This design comes from an exercise in tuning for small area on the open sky130 flow, not from production work. The RTL was checked by simulation tests, not by an equivalence proof against the original design. Power figures rest on the tool's default switching activity, not on a simulated workload.

// pe_top
module pe_top
(
    input  logic         clk,
    input  logic         rst_n,            
    input  logic [65:0]  instr_i,          
    input  logic         instr_valid_i,
    output logic         instr_ready_o,
    input  logic [33:0]  fwd1_i,           
    input  logic [33:0]  fwd2_i,
    output logic         wb_cyc_o,
    output logic         wb_stb_o,
    output logic         wb_we_o,
    output logic [31:0]  wb_adr_o,
    output logic [31:0]  wb_dat_o,
    output logic [3:0]   wb_sel_o,
    input  logic         wb_ack_i,
    input  logic [31:0]  wb_dat_i,
    output logic [31:0]  result_o,
    output logic [8:0]   tgt1_o,           
    output logic [8:0]   tgt2_o,
    output logic         branch_o,
    output logic         term_o,
    output logic         done_o,
    output logic [5:0]   icount_o
);
    localparam logic [1:0] S_IDLE  = 2'd0;    
    localparam logic [1:0] S_SETUP = 2'd1;    
    localparam logic [1:0] S_EXEC  = 2'd2;    
    localparam logic [1:0] S_POST  = 2'd3;    
    logic [2:0]   i_op;
    logic [3:0]   i_fn;
    logic         i_immab;
    logic [5:0]   i_immlo;
    logic [25:0]  i_immhi;
    logic [9:0]   i_off;
    assign i_op    = instr_i[65:63];
    assign i_fn    = instr_i[62:59];
    assign i_immab = instr_i[58];
    assign i_immlo = instr_i[57:52];
    assign i_immhi = instr_i[51:26];
    assign i_off   = instr_i[25:16];
  ...
clock: 7.0 ns
lec_check: 0
cap_margin: 20
core_margin: 2
core_utilization: 40
slew_margin: 20
standard.sh (not shown) runs the stock make flow with config.mk's settings and CLKGATE_MAP_FILE= SYNTH_SCRIPT=/design/flow/synth_recipe.tcl, a recipe that flattens the netlist after the stock synthesis.
==> flow/flow/run.sh <==
#!/bin/bash
# The standard layout (standard.sh) with these changes:
#  - synthesis maps the logic with an area-oriented ABC script (flow/area.abc) in place of
#    ORFS's speed script; everything else in synth_recipe.tcl is kept as it is
#  - the port buffers are the smallest buffer cell, sky130_fd_sc_hd__buf_1
#  - clock tree synthesis gets its arguments from CTS_ARGS: small clock buffers, no dummy loads
# Each ORFS step keeps its own log under orfs/logs; the make output goes to standard.log.
set -o pipefail
W=$(pwd)
{
  echo 'proc abc {args} {'
  echo '  set i [lsearch -exact $args -script]'
  echo '  if { $i >= 0 } { set args [lreplace $args [expr {$i + 1}] [expr {$i + 1}] $::env(MY_ABC_SCRIPT)] }'
  echo '  yosys abc {*}$args'
  echo '}'
  cat synth_recipe.tcl
} > my_synth.tcl
sed "s#SYNTH_SCRIPT=[^ ]*#SYNTH_SCRIPT=$W/my_synth.tcl#" standard.sh > my_standard.sh
export MY_ABC_SCRIPT=$W/flow/area.abc
export BUFFER_PORTS_ARGS="-buffer_cell sky130_fd_sc_hd__buf_1"
export CTS_ARGS="-sink_clustering_enable -repair_clock_nets -buf_list sky130_fd_sc_hd__clkbuf_4 -root_buf sky130_fd_sc_hd__clkbuf_8 -sink_clustering_size 30 -sink_clustering_max_diameter 80 -dont_use_dummy_load"
bash my_standard.sh > standard.log 2>&1
status=$?
tail -20 standard.log
exit $status
==> flow/flow/area.abc <==
&get -n
&st
&dch
&nf -R 1000
&put
The first run completed with no timing, DRC or antenna violations.
Next try:
--- a/flow/flow/run.sh
+++ b/flow/flow/run.sh
@@ -19,5 +19,5 @@
 export MY_ABC_SCRIPT=$W/flow/area.abc
 export BUFFER_PORTS_ARGS="-buffer_cell sky130_fd_sc_hd__buf_1"
-export CTS_ARGS="-sink_clustering_enable -repair_clock_nets -buf_list sky130_fd_sc_hd__clkbuf_4 -root_buf sky130_fd_sc_hd__clkbuf_8 -sink_clustering_size 30 -sink_clustering_max_diameter 80 -dont_use_dummy_load"
+export CTS_ARGS="-sink_clustering_enable -repair_clock_nets -buf_list {sky130_fd_sc_hd__clkbuf_4 sky130_fd_sc_hd__clkbuf_8} -dont_use_dummy_load"
 bash my_standard.sh > standard.log 2>&1
 status=$?
CORE_UTILIZATION = 50   (was 40)
Effect: Final area increases slightly; die area decreases by about a fifth; hold slack is worse by 15 ps.
Next try:
--- a/flow/flow/run.sh
+++ b/flow/flow/run.sh
@@ -19,5 +19,5 @@
 export MY_ABC_SCRIPT=$W/flow/area.abc
 export BUFFER_PORTS_ARGS="-buffer_cell sky130_fd_sc_hd__buf_1"
-export CTS_ARGS="-sink_clustering_enable -repair_clock_nets -buf_list {sky130_fd_sc_hd__clkbuf_4 sky130_fd_sc_hd__clkbuf_8} -dont_use_dummy_load"
+export CTS_ARGS="-sink_clustering_enable -repair_clock_nets -buf_list sky130_fd_sc_hd__clkbuf_4 -root_buf sky130_fd_sc_hd__clkbuf_8 -dont_use_dummy_load"
 bash my_standard.sh > standard.log 2>&1
 status=$?
Result:
- The changed run completed without violations
- total power falls by about 3.5%
- worst hold slack improved by 3.0 ps
- non-clock buffer count is unchanged
- first-iteration DRC count rose by about 5%
- fmax is about the same
- design area shrinks by about 1.4%
- clock skew came out higher by 13 ps
- combinational power stays flat
- setup slack gets worse by 9.1 ps
- synthesized area stays the same
- clock power fell by about 25%
Next try:
==> flow/flow/run.sh (replaced) <==
#!/bin/bash
# The standard layout (standard.sh) with two changes:
#  - synthesis maps the logic with an area-oriented ABC script (flow/area.abc) in place of
#    ORFS's speed script; everything else in synth_recipe.tcl is kept as it is
#  - the port buffers are the smallest buffer cell, sky130_fd_sc_hd__buf_1
# Each ORFS step keeps its own log under orfs/logs; the make output goes to standard.log.
set -o pipefail
W=$(pwd)
{
  echo 'proc abc {args} {'
  echo '  set i [lsearch -exact $args -script]'
  echo '  if { $i >= 0 } { set args [lreplace $args [expr {$i + 1}] [expr {$i + 1}] $::env(MY_ABC_SCRIPT)] }'
  echo '  yosys abc {*}$args'
  echo '}'
  cat synth_recipe.tcl
} > my_synth.tcl
sed "s#SYNTH_SCRIPT=[^ ]*#SYNTH_SCRIPT=$W/my_synth.tcl#" standard.sh > my_standard.sh
export MY_ABC_SCRIPT=$W/flow/area.abc
export BUFFER_PORTS_ARGS="-buffer_cell sky130_fd_sc_hd__buf_1"
bash my_standard.sh > standard.log 2>&1
status=$?
tail -20 standard.log
exit $status
CORE_UTILIZATION = 55   (was 50)
CTS_BUF_LIST = sky130_fd_sc_hd__clkbuf_4 sky130_fd_sc_hd__clkbuf_8   (was unset)
PLACE_DENSITY = 0.7   (was unset)
Result: The changed run ran to the end with no violations. Sequential cell count does not change. Routed wire length drops by about 2.3%. Synthesized cell count stays the same. Clock skew came out lower by 27 ps. Clock power went up by 110%. Synthesized area stays the same.

==> separate check: timing with driven ports <==
How much do the figures lean on ideal ports? The routed layouts below were timed once more, with nothing changed but the port constraints. Step 1, drivers: a clkbuf_16 drives clk and a buf_2 each remaining input, both assumed. Step 2 also shifts input and output timing later by t, the mid clock arrival at the registers, as if the neighbouring blocks saw the same clock. Slacks: no drivers / after step 1 / after step 2; pairs: no drivers / after step 1.
run | t, ns | setup WS [ns] | hold slack, ns | pins driven straight from the clock port
the first run | 0.435 | 3.152 / 3.169 / 2.734 | 0.432 / 0.432 / 0.432 | 1
the second run | 0.448 | 2.952 / 2.952 / 2.603 | 0.417 / 0.417 / 0.417 | 1
the third run | 0.417 | 2.943 / 2.943 / 2.662 | 0.420 / 0.420 / 0.420 | 1
the fourth run | 0.459 | 2.941 / 2.941 / 2.709 | 0.430 / 0.430 / 0.430 | 1
After both steps every run listed still meets setup and hold. For the first run, which loses most, drivers alone change the setup slack by +0.017 ns; drivers and shift together by -0.418 ns.
